Context: an optimization exercise on an open-source flow, tuned for small area, a short achievable clock period and few clock cycles per item. The choices shown serve that exercise and are no tape-out recipe.
Only simulation tests tie the RTL to the original design; equivalence was not proved.

File: flow/design.v
`default_nettype none
package sha256_pkg;
  localparam logic [1:0] MODE_ABSORB  = 2'd0;
  localparam logic [1:0] MODE_FINISH  = 2'd1;
  localparam logic [1:0] MODE_RESTART = 2'd2;
  localparam logic [1:0] STAT_DIGEST       = 2'd0;
  localparam logic [1:0] STAT_AFTER_FINISH = 2'd1;
  localparam logic [1:0] STAT_TOO_LONG     = 2'd2;
  localparam logic [7:0] PAD_BYTE = 8'h80;
  localparam logic [5:0] LEN_POS   = 6'd56;
  localparam logic [5:0] CNT_LAST  = 6'd63;
  localparam logic [5:0] RND_LAST  = 6'd63;
  localparam logic [2:0] WORD_LAST = 3'd7;
  localparam logic [2047:0] K_ROUND_FLAT = {
    32'h428a2f98, 32'h71374491, 32'hb5c0fbcf, 32'he9b5dba5,
    32'h3956c25b, 32'h59f111f1, 32'h923f82a4, 32'hab1c5ed5,
    32'hd807aa98, 32'h12835b01, 32'h243185be, 32'h550c7dc3,
    32'h72be5d74, 32'h80deb1fe, 32'h9bdc06a7, 32'hc19bf174,
    32'he49b69c1, 32'hefbe4786, 32'h0fc19dc6, 32'h240ca1cc,
    32'h2de92c6f, 32'h4a7484aa, 32'h5cb0a9dc, 32'h76f988da,
    32'h983e5152, 32'ha831c66d, 32'hb00327c8, 32'hbf597fc7,
    32'hc6e00bf3, 32'hd5a79147, 32'h06ca6351, 32'h14292967,
    32'h27b70a85, 32'h2e1b2138, 32'h4d2c6dfc, 32'h53380d13,
    32'h650a7354, 32'h766a0abb, 32'h81c2c92e, 32'h92722c85,
    32'ha2bfe8a1, 32'ha81a664b, 32'hc24b8b70, 32'hc76c51a3,
    32'hd192e819, 32'hd6990624, 32'hf40e3585, 32'h106aa070,
    32'h19a4c116, 32'h1e376c08, 32'h2748774c, 32'h34b0bcb5,
    32'h391c0cb3, 32'h4ed8aa4a, 32'h5b9cca4f, 32'h682e6ff3,
    32'h748f82ee, 32'h78a5636f, 32'h84c87814, 32'h8cc70208,
    32'h90befffa, 32'ha4506ceb, 32'hbef9a3f7, 32'hc67178f2
  };
  localparam logic [255:0] H_INIT_FLAT = {
    32'h6a09e667, 32'hbb67ae85, 32'h3c6ef372, 32'ha54ff53a,
    32'h510e527f, 32'h9b05688c, 32'h1f83d9ab, 32'h5be0cd19
  };
  typedef enum logic [2:0] {
    ST_IDLE,
    ST_LOAD,
    ST_ROUND,
    ST_UPDATE,
    ST_PAD,
    ST_LEN,
    ST_EMIT,
    ST_ERR
  } state_t;
  typedef enum logic [1:0] {
    RET_IDLE,
    RET_PAD,
    RET_DONE
  } ret_t;
  typedef enum logic [1:0] {
    SH_DATA,
    SH_PAD,
    SH_ZERO,
    SH_LEN
  } shsel_t;
  typedef struct packed {
    logic       shift_en;
    shsel_t     shift_sel;
    logic [2:0] len_idx;
    logic       tot_inc;
    logic       restart;
    logic       load_wv;
    logic       round_en;
    logic [5:0] round_idx;
    logic       chain_upd;
    logic       out_load;
    logic       out_err;
    logic [1:0] out_status;
    logic [2:0] out_idx;
  } dp_cmd_t;
  typedef struct packed {
    logic at_limit;
  } dp_sts_t;
endpackage
`default_nettype wire
`default_nettype none
module sha256_ctrl (
  input  wire                     clk,
  input  wire                     rst_n,
  input  wire                     in_tvalid,
  output logic                    in_tready,
  input  wire [1:0]               in_mode,
  output logic                    out_tvalid,
  input  wire                     out_tready,
  output sha256_pkg::dp_cmd_t     cmd,
  input  wire sha256_pkg::dp_sts_t sts
);
  sha256_pkg::state_t state_r, state_nxt;
  sha256_pkg::ret_t   ret_r, ret_nxt;
  logic [5:0] count_r, count_nxt;
  logic [2:0] len_r, len_nxt;
  logic [5:0] rnd_r, rnd_nxt;
  logic [2:0] widx_r, widx_nxt;
  logic       done_r, done_nxt;
  logic [1:0] err_r, err_nxt;
  logic       out_valid_r, out_valid_nxt;
  logic       out_free;
  logic       absorb_ok;
  assign in_tready  = (state_r == sha256_pkg::ST_IDLE);
  assign out_tvalid = out_valid_r;
  assign out_free   = !out_valid_r || out_tready;
  assign absorb_ok  = !done_r && !sts.at_limit;
  always_comb begin
    state_nxt = state_r;
    ret_nxt   = ret_r;
    case (state_r)
      sha256_pkg::ST_IDLE: begin
        if (in_tvalid) begin
          case (in_mode)
            sha256_pkg::MODE_ABSORB: begin
              if (!absorb_ok) begin
                state_nxt = sha256_pkg::ST_ERR;
              end else if (count_r == sha256_pkg::CNT_LAST) begin
                state_nxt = sha256_pkg::ST_LOAD;
                ret_nxt   = sha256_pkg::RET_IDLE;
              end
            end
            sha256_pkg::MODE_FINISH: begin
              if (done_r) begin
                state_nxt = sha256_pkg::ST_EMIT;
              end else if (count_r == sha256_pkg::CNT_LAST) begin
                state_nxt = sha256_pkg::ST_LOAD;
                ret_nxt   = sha256_pkg::RET_PAD;
              end else begin
                state_nxt = sha256_pkg::ST_PAD;
              end
            end
            default: state_nxt = sha256_pkg::ST_IDLE;
          endcase
        end
      end
      sha256_pkg::ST_LOAD: state_nxt = sha256_pkg::ST_ROUND;
      sha256_pkg::ST_ROUND: begin
        if (rnd_r == sha256_pkg::RND_LAST) begin
          state_nxt = sha256_pkg::ST_UPDATE;
        end
      end
      sha256_pkg::ST_UPDATE: begin
        case (ret_r)
          sha256_pkg::RET_PAD:  state_nxt = sha256_pkg::ST_PAD;
          sha256_pkg::RET_DONE: state_nxt = sha256_pkg::ST_EMIT;
          default:              state_nxt = sha256_pkg::ST_IDLE;
        endcase
      end
      sha256_pkg::ST_PAD: begin
        if (count_r == sha256_pkg::LEN_POS) begin
          state_nxt = sha256_pkg::ST_LEN;
        end else if (count_r == sha256_pkg::CNT_LAST) begin
          state_nxt = sha256_pkg::ST_LOAD;
          ret_nxt   = sha256_pkg::RET_PAD;
        end
      end
      sha256_pkg::ST_LEN: begin
        if (len_r == sha256_pkg::WORD_LAST) begin
          state_nxt = sha256_pkg::ST_LOAD;
          ret_nxt   = sha256_pkg::RET_DONE;
        end
      end
      sha256_pkg::ST_EMIT: begin
        if (out_free && widx_r == sha256_pkg::WORD_LAST) begin
          state_nxt = sha256_pkg::ST_IDLE;
        end
      end
      sha256_pkg::ST_ERR: begin
        if (out_free) begin
          state_nxt = sha256_pkg::ST_IDLE;
        end
      end
      default: state_nxt = sha256_pkg::ST_IDLE;
    endcase
  end
  always_comb begin
    cmd            = '0;
    cmd.shift_sel  = sha256_pkg::SH_DATA;
    cmd.len_idx    = len_r;
    cmd.round_idx  = rnd_r;
    cmd.out_idx    = widx_r;
    cmd.out_status = err_r;
    case (state_r)
      sha256_pkg::ST_IDLE: begin
        if (in_tvalid) begin
          case (in_mode)
            sha256_pkg::MODE_ABSORB: begin
              cmd.shift_en = absorb_ok;
              cmd.tot_inc  = absorb_ok;
            end
            sha256_pkg::MODE_FINISH: begin
              cmd.shift_en  = !done_r;
              cmd.shift_sel = sha256_pkg::SH_PAD;
            end
            sha256_pkg::MODE_RESTART: cmd.restart = 1'b1;
            default: cmd.restart = 1'b0;
          endcase
        end
      end
      sha256_pkg::ST_LOAD:   cmd.load_wv = 1'b1;
      sha256_pkg::ST_ROUND:  cmd.round_en = 1'b1;
      sha256_pkg::ST_UPDATE: cmd.chain_upd = 1'b1;
      sha256_pkg::ST_PAD: begin
        cmd.shift_en  = (count_r != sha256_pkg::LEN_POS);
        cmd.shift_sel = sha256_pkg::SH_ZERO;
      end
      sha256_pkg::ST_LEN: begin
        cmd.shift_en  = 1'b1;
        cmd.shift_sel = sha256_pkg::SH_LEN;
      end
      sha256_pkg::ST_EMIT: cmd.out_load = out_free;
      sha256_pkg::ST_ERR: begin
        cmd.out_load = out_free;
        cmd.out_err  = 1'b1;
      end
      default: cmd.out_load = 1'b0;
    endcase
  end
  always_comb begin
    count_nxt     = count_r;
    len_nxt       = len_r;
    rnd_nxt       = rnd_r;
    widx_nxt      = widx_r;
    done_nxt      = done_r;
    err_nxt       = err_r;
    out_valid_nxt = out_valid_r;
    if (cmd.restart) begin
      count_nxt = '0;
      done_nxt  = 1'b0;
    end else if (cmd.shift_en) begin
      count_nxt = count_r + 6'd1;
    end
    if (state_r == sha256_pkg::ST_LEN) begin
      len_nxt = len_r + 3'd1;
    end
    if (cmd.round_en) begin
      rnd_nxt = rnd_r + 6'd1;
    end
    if (state_r == sha256_pkg::ST_EMIT && out_free) begin
      widx_nxt = widx_r + 3'd1;
    end
    if (state_r == sha256_pkg::ST_UPDATE && ret_r == sha256_pkg::RET_DONE) begin
      done_nxt = 1'b1;
    end
    if (state_r == sha256_pkg::ST_IDLE) begin
      err_nxt = done_r ? sha256_pkg::STAT_AFTER_FINISH : sha256_pkg::STAT_TOO_LONG;
    end
    if (cmd.out_load) begin
      out_valid_nxt = 1'b1;
    end else if (out_tready) begin
      out_valid_nxt = 1'b0;
    end
  end
  always_ff @(posedge clk) begin
    if (!rst_n) begin
      state_r     <= sha256_pkg::ST_IDLE;
      ret_r       <= sha256_pkg::RET_IDLE;
      count_r     <= '0;
      len_r       <= '0;
      rnd_r       <= '0;
      widx_r      <= '0;
      done_r      <= 1'b0;
      err_r       <= sha256_pkg::STAT_AFTER_FINISH;
      out_valid_r <= 1'b0;
    end else begin
      state_r     <= state_nxt;
      ret_r       <= ret_nxt;
      count_r     <= count_nxt;
      len_r       <= len_nxt;
      rnd_r       <= rnd_nxt;
      widx_r      <= widx_nxt;
      done_r      <= done_nxt;
      err_r       <= err_nxt;
      out_valid_r <= out_valid_nxt;
    end
  end
endmodule
`default_nettype wire
`default_nettype none
module sha256_dp (
  input  wire                     clk,
  input  wire                     rst_n,
  input  wire sha256_pkg::dp_cmd_t cmd,
  output sha256_pkg::dp_sts_t     sts,
  input  wire [7:0]               data_byte,
  output logic [31:0]             out_word,
  output logic [2:0]              out_idx,
  output logic [1:0]              out_status,
  output logic                    out_last
);
  function automatic logic [31:0] bsig0(input logic [31:0] x);
    bsig0 = {x[1:0], x[31:2]} ^ {x[12:0], x[31:13]} ^ {x[21:0], x[31:22]};
  endfunction
  function automatic logic [31:0] bsig1(input logic [31:0] x);
    bsig1 = {x[5:0], x[31:6]} ^ {x[10:0], x[31:11]} ^ {x[24:0], x[31:25]};
  endfunction
  function automatic logic [31:0] ssig0(input logic [31:0] x);
    ssig0 = {x[6:0], x[31:7]} ^ {x[17:0], x[31:18]} ^ {3'b000, x[31:3]};
  endfunction
  function automatic logic [31:0] ssig1(input logic [31:0] x);
    ssig1 = {x[16:0], x[31:17]} ^ {x[18:0], x[31:19]} ^ {10'd0, x[31:10]};
  endfunction
  logic [511:0] blk_r, blk_nxt;
  logic [31:0]  wv_r [0:7];
  logic [31:0]  wv_nxt [0:7];
  logic [31:0]  ch_r [0:7];
  logic [31:0]  ch_nxt [0:7];
  logic [15:0]  total_r, total_nxt;
  logic [31:0] w0, w1, w9, w14, wnew;
  logic [31:0] t1, t2;
  logic [63:0] len_bits;
  logic [7:0]  sh_byte;
  assign w0  = blk_r[511:480];
  assign w1  = blk_r[479:448];
  assign w9  = blk_r[223:192];
  assign w14 = blk_r[63:32];
  assign wnew = ssig1(w14) + w9 + ssig0(w1) + w0;
  assign t1 = wv_r[7] + bsig1(wv_r[4]) + ((wv_r[4] & wv_r[5]) ^ (~wv_r[4] & wv_r[6]))
            + sha256_pkg::K_ROUND_FLAT[{~cmd.round_idx, 5'b00000} +: 32] + w0;
  assign t2 = bsig0(wv_r[0])
            + ((wv_r[0] & wv_r[1]) ^ (wv_r[0] & wv_r[2]) ^ (wv_r[1] & wv_r[2]));
  assign len_bits = {45'd0, total_r, 3'b000};
  assign sts.at_limit = &total_r;
  always_comb begin
    case (cmd.shift_sel)
      sha256_pkg::SH_DATA: sh_byte = data_byte;
      sha256_pkg::SH_PAD:  sh_byte = sha256_pkg::PAD_BYTE;
      sha256_pkg::SH_LEN:  sh_byte = len_bits[{~cmd.len_idx, 3'b000} +: 8];
      default:             sh_byte = 8'h00;
    endcase
  end
  always_comb begin
    blk_nxt = blk_r;
    if (cmd.shift_en) begin
      blk_nxt = {blk_r[503:0], sh_byte};
    end else if (cmd.round_en) begin
      blk_nxt = {blk_r[479:0], wnew};
    end
  end
  always_comb begin
    for (int i = 0; i < 8; i++) begin
      wv_nxt[i] = wv_r[i];
      ch_nxt[i] = ch_r[i];
    end
    if (cmd.load_wv) begin
      for (int i = 0; i < 8; i++) begin
        wv_nxt[i] = ch_r[i];
      end
    end else if (cmd.round_en) begin
      wv_nxt[7] = wv_r[6];
      wv_nxt[6] = wv_r[5];
      wv_nxt[5] = wv_r[4];
      wv_nxt[4] = wv_r[3] + t1;
      wv_nxt[3] = wv_r[2];
      wv_nxt[2] = wv_r[1];
      wv_nxt[1] = wv_r[0];
      wv_nxt[0] = t1 + t2;
    end
    if (cmd.restart) begin
      for (int i = 0; i < 8; i++) begin
        ch_nxt[i] = sha256_pkg::H_INIT_FLAT[32*(7-i) +: 32];
      end
    end else if (cmd.chain_upd) begin
      for (int i = 0; i < 8; i++) begin
        ch_nxt[i] = ch_r[i] + wv_r[i];
      end
    end
  end
  always_comb begin
    total_nxt = total_r;
    if (cmd.restart) begin
      total_nxt = '0;
    end else if (cmd.tot_inc) begin
      total_nxt = total_r + 16'd1;
    end
  end
  always_ff @(posedge clk) begin
    blk_r <= blk_nxt;
    for (int i = 0; i < 8; i++) begin
      wv_r[i] <= wv_nxt[i];
    end
  end
  always_ff @(posedge clk) begin
    if (!rst_n) begin
      total_r <= '0;
      for (int i = 0; i < 8; i++) begin
        ch_r[i] <= sha256_pkg::H_INIT_FLAT[32*(7-i) +: 32];
      end
    end else begin
      total_r <= total_nxt;
      for (int i = 0; i < 8; i++) begin
        ch_r[i] <= ch_nxt[i];
      end
    end
  end
  always_ff @(posedge clk) begin
    if (cmd.out_load) begin
      if (cmd.out_err) begin
        out_word   <= '0;
        out_idx    <= '0;
        out_status <= cmd.out_status;
        out_last   <= 1'b1;
      end else begin
        out_word   <= ch_r[cmd.out_idx];
        out_idx    <= cmd.out_idx;
        out_status <= sha256_pkg::STAT_DIGEST;
        out_last   <= (cmd.out_idx == sha256_pkg::WORD_LAST);
      end
    end
  end
endmodule
`default_nettype wire
`default_nettype none
module sha256_stream_hasher (
  input  wire         clk,
  input  wire         rst_n,
  input  wire         in_tvalid,
  output logic        in_tready,
  input  wire  [7:0]  in_tdata,    
  input  wire  [1:0]  in_tuser,    
  output logic        out_tvalid,
  input  wire         out_tready,
  output logic [31:0] out_tdata,   
  output logic [4:0]  out_tuser,   
  output logic        out_tlast
);
  sha256_pkg::dp_cmd_t cmd;
  sha256_pkg::dp_sts_t sts;
  logic [2:0] word_index;
  logic [1:0] status;
  sha256_ctrl u_ctrl (
    .clk        (clk),
    .rst_n      (rst_n),
    .in_tvalid  (in_tvalid),
    .in_tready  (in_tready),
    .in_mode    (in_tuser),
    .out_tvalid (out_tvalid),
    .out_tready (out_tready),
    .cmd        (cmd),
    .sts        (sts)
  );
  sha256_dp u_dp (
    .clk        (clk),
    .rst_n      (rst_n),
    .cmd        (cmd),
    .sts        (sts),
    .data_byte  (in_tdata),
    .out_word   (out_tdata),
    .out_idx    (word_index),
    .out_status (status),
    .out_last   (out_tlast)
  );
  assign out_tuser = {status, word_index};
endmodule
`default_nettype wire
File: flow/run.sh
#!/bin/bash
# synth_recipe.tcl (not shown) runs the flow's synth.tcl, then flattens the netlist and writes it again
# the make line also repeats each setting of config.mk as NAME=value (left out here)
make -C /OpenROAD-flow-scripts/flow DESIGN_CONFIG=/design/flow/config.mk WORK_HOME=/design/flow/orfs CLKGATE_MAP_FILE= SYNTH_SCRIPT=/design/flow/synth_recipe.tcl finish
File: flow/config.mk
export PLATFORM = sky130hd
export DESIGN_NAME = sha256_stream_hasher
export DESIGN_NICKNAME = sha256_stream_hasher
export VERILOG_FILES = /design/flow/design.v
export SDC_FILE = /design/flow/constraint.sdc
export NUM_CORES = 4
export LEC_CHECK = 0
export CAP_MARGIN = 20
export CORE_MARGIN = 2
export CORE_UTILIZATION = 40
export PLACE_DENSITY = 0.6
export SLEW_MARGIN = 20
File: flow/constraint.sdc
create_clock -name core_clock -period 11.0 [get_ports {clk}]
set_input_delay 2.2000 -clock core_clock [delete_from_list [all_inputs] [get_ports {clk}]]
set_output_delay 2.2000 -clock core_clock [all_outputs]
set_load 0.01 [all_outputs]
==> run notes <==
==> final cells by class <==
type	instances	share of cell area, %
timing repair buffer	148	1.71
clock buffer	177	4.50
antenna	3	0.00927
sequential	1105	37.3
clock inverter	67	1.02
multi-input combinational	6468	50.4
tap	2464	3.81
inverter	281	1.30
==> worst register-to-register path, delay by kind of cell, from the launching register on <==
family | cells | cell delay (ps)
AND/OR/NAND/NOR | 7 | 1160
multiplexers | 2 | 830
flip-flops | 1 | 330
adder cells (fa/ha/maj) | 8 | 3600
AO/OA/AOI/OAI | 11 | 2000
XOR/XNOR | 2 | 800
buffers and inverters | 5 | 720
==> synthesized netlist by cell type, types with 33 or more instances <==
| library cell | n |
|---|---|
| nand2_1 | 2585 |
| edfxtp_1 | 806 |
| a21oi_1 | 508 |
| clkbuf_1 | 447 |
| ha_1 | 402 |
| xnor2_1 | 394 |
| nor2_1 | 378 |
| o21ai_0 | 367 |
| dfxtp_1 | 299 |
| inv_1 | 276 |
| fa_1 | 196 |
| xor2_1 | 171 |
| a21o_1 | 158 |
| nand3_1 | 92 |
| mux2_2 | 87 |
| o211ai_1 | 83 |
| nor3_1 | 79 |
| nand2b_1 | 78 |
| a211oi_1 | 65 |
| o21a_1 | 64 |
| nor2b_1 | 62 |
| a31oi_1 | 46 |
| or3_1 | 44 |
| a41oi_1 | 40 |
| o21bai_1 | 40 |
| buf_1 | 38 |
| and3_1 | 37 |
| a222oi_1 | 33 |
==> per-layer routing <==
layer	global-route usage, %	vias up	wire (microns)
met5	0	-	30
met4	10.1	6	10000
met3	3.87	443	17900
met2	40.1	2328	111000
met1	37.9	30000	114000
li1	-	28400	-
==> kinds of logic (layout without fill, tap and decap cells) <==
logic type | Yosys count | count (layout) | share of synthesized area [%]
buf+inv | 767 | 673 | 3.91
mux | 127 | 127 | 2.04
flops | 1105 | 1105 | 40.9
other cells | 0 | 3 | 0
compound gates | 1666 | 1666 | 14.5
fa+ha+maj | 623 | 623 | 12.5
simple gates | 3484 | 3484 | 19.3
xor+xnor | 568 | 568 | 6.79
==> state kept, by name, indices dropped and copies added, names as in the netlist <==
register / count
u_ctrl.count_r: 6
u_ctrl.done_r: 1
u_ctrl.err_r: 2
u_ctrl.len_r: 3
u_ctrl.out_valid_r: 1
u_ctrl.ret_r: 2
u_ctrl.rnd_r: 6
u_ctrl.state_r: 3
u_ctrl.widx_r: 3
u_dp.blk_r: 512
u_dp.ch_r: 256
u_dp.out_idx: 3
u_dp.out_last: 1
u_dp.out_status: 2
u_dp.out_word: 32
u_dp.total_r: 16
u_dp.wv_r: 256
==> per-stage QoR <==
| step | cell area, sq um | instances | utilization, % |
|---|---|---|---|
| detailed placement | 76500 | 10500 | 41.8 |
| global placement | 76500 | 10500 | 41.8 |
| finish | 81000 | 10700 | 44.2 |
| floorplan | 73700 | 8340 | - |
| CTS | 81000 | 10700 | 44.2 |
| global route | 81000 | 10700 | 44.2 |
==> how the worst max path moves through the flow <==
stage | endpoint | slack, ps | cells after the start
2_1_floorplan | u_dp.blk_r[0] | 740 | 7
3_3_place_gp | u_dp.wv_r[0][31] | 1550 | 34
3_5_place_dp | u_dp.wv_r[0][31] | 1500 | 35
4_1_cts | u_dp.wv_r[0][31] | 1430 | 35
5_1_grt | u_dp.wv_r[0][31] | 840 | 34
6_report | u_dp.wv_r[0][31] | 1290 | 35
==> flow_summary_export.csv <==
group,metric,value,unit
detailed_routing,wire_per_inst,23.6,microns
global_routing,antenna_found_initial,6,
worst_setup_path,crit_type,"reg -> reg",
clocking,insertion_delay,840,ps
yosys,ys_seq_area_share,40.9,%
sta,setup_viol,0,
sta,post-route-period-util,88.3,%
detailed_routing,vias_per_cell,5.71,
detailed_routing,drc_errors,0,
finish,layout_common_cells,"nand2_1, edfxtp_1, a21oi_1",
clocking,htree_levels,4,
finish,register_area,30200,sq um
sta,slew_headroom,25.1,%
detailed_routing,drt_wl_total,253000,microns
placement,hpwlAfterDp,186000,microns
die,initial_core_util,40.3,%
sta,hold_viol_final,0,
sta,worstMarginPinSlew,1110,ps
hold_path,hold_depth,2,
yosys,synth_fp_nets,8952,
die,coreArea,183000,sq um
yosys,synth.area.top_cells,"edfxtp_1, nand2_1, dfxtp_1",
detailed_routing,ant_nets,0,
global_routing,grt_max_degree,210,
yosys,synth_top_area_cell,"edfxtp_1",
finish,nNetsFinal,8750,
worst_setup_path,r2r-end,"u_dp.wv_r[0][31]",
yosys,synth_edf_count,806,
global_routing,grt_pass1_vias,57600,
global_routing,grt_pass1_wl,376000,microns
die,ioPinCount,54,
placement,pre_cts_ws,1500,ps
hold_path,hold_end,"u_ctrl.count_r[1]",
clocking,clk_pin_slew_worst_paths,60,ps
worst_setup_path,reg2reg_slack,1290,ps
worst_setup_path,critPathSlowestCell,"ha_1",
die,fp-row-count,157,
hold_path,hold_start,"u_ctrl.count_r[1]",
clocking,cts_root_buffer,"clkbuf_16",
sta,layout_setup_ws,1290,ps
worst_setup_path,critPathCaptureType,"flip-flop",
global_routing,grt_usage,26.4,%
worst_setup_path,r2r-start,"u_ctrl.rnd_r[0]",
clocking,cts_setup_buffers,0,
clocking,cts.path.max_buffers,3,
finish,final_common_cell,"nand2_1",
placement,io_buffers,53,
sta,fmaxAchievable,103,MHz
worst_setup_path,crit_buf_inv,5,
yosys,synth_ff_type,"edfxtp_1",
worst_setup_path,cp_slowest_stage_delay,700,ps
clocking,ctsResizeCount,0,
finish,nFillCells,18000,
detailed_routing,drt_iter0_markers,6805,
die,die_w,433,microns
detailed_routing,drtPass1Iterations,6,
worst_setup_path,setup.worst_path.start,"u_ctrl.rnd_r[0]",
die,die-area,188000,sq um
worst_setup_path,crit_family,"adder cells",
status,status,"complete, no violations",
yosys,syn_area,73700,sq um
worst_setup_path,required,11570,ps
yosys,syn_inst,8340,
yosys,async_flop_share,0,%
detailed_routing,vias,61100,
yosys,yosysWarnings,6,
worst_setup_path,startpoint_type,"flip-flop",
sta,grt_setup_unrepaired,"false",
sta,fin_hold_ws,491,ps
global_routing,grt.overflow.total,0,
hold_path,hp-class,"reg -> reg",
clocking,cts_buffers,134,
flow_run,cap_viol_max_count,0,
yosys,syn_avg_cell_area,8.84,sq um
sta,min_period,9710,ps
worst_setup_path,worstPathArrival,10280,ps
yosys,yosysTopAreaCellShare,32.8,%
placement,finalWeightedCongestion,0.962,
worst_setup_path,ff2ff_path_depth,35,
yosys,ys_types,97,
worst_setup_path,cp_max_fo,23,
clocking,numClockSinks,1105,
sta,drv_slew,0,
finish,drive_above_1_share,5.51,%
die,die_h,433,microns
sta,skew,52.4,ps
clocking,cts_tree,"built",
finish,syn_to_final_growth,9.82,%
sta,finalSetupTns,0,ps
yosys,ys_seq_elements,1105,
worst_setup_path,crit_top_cell,"fa_1",
clocking,holdBufCountCts,0,
finish,multi_input_area,40800,sq um
Testbench counts, summed over its fixed seeds: cycles 144,928, bytes 62,512.

-- re-timing with driven ports --
The results above use ideal ports. As a check the final layout listed here was re-extracted and re-timed, cells and wires unchanged. Step 1: set_driving_cell puts a clkbuf_16 on clk and a buf_2 on each other input, an assumption about the parent block. Step 2 adds t to the input delays and takes it off the output delays; t is the mean of the earliest and latest rising clock arrival at the registers after step 1. Input paths then give back, and output paths get back, about the clock's delay inside the block. Three values: no drivers, after step 1, after step 2; two values: the first two.
t (ns): 0.904
setup slack, ns: 1.291 / 1.291 / 1.291
worst hold slack (ns): 0.491 / 0.491 / 0.491
worst setup path after step 2: register to register
After both steps this run still meets setup and hold. The setup slack of this run moves by 0.000 ns with the drivers and by 0.000 ns with both steps.
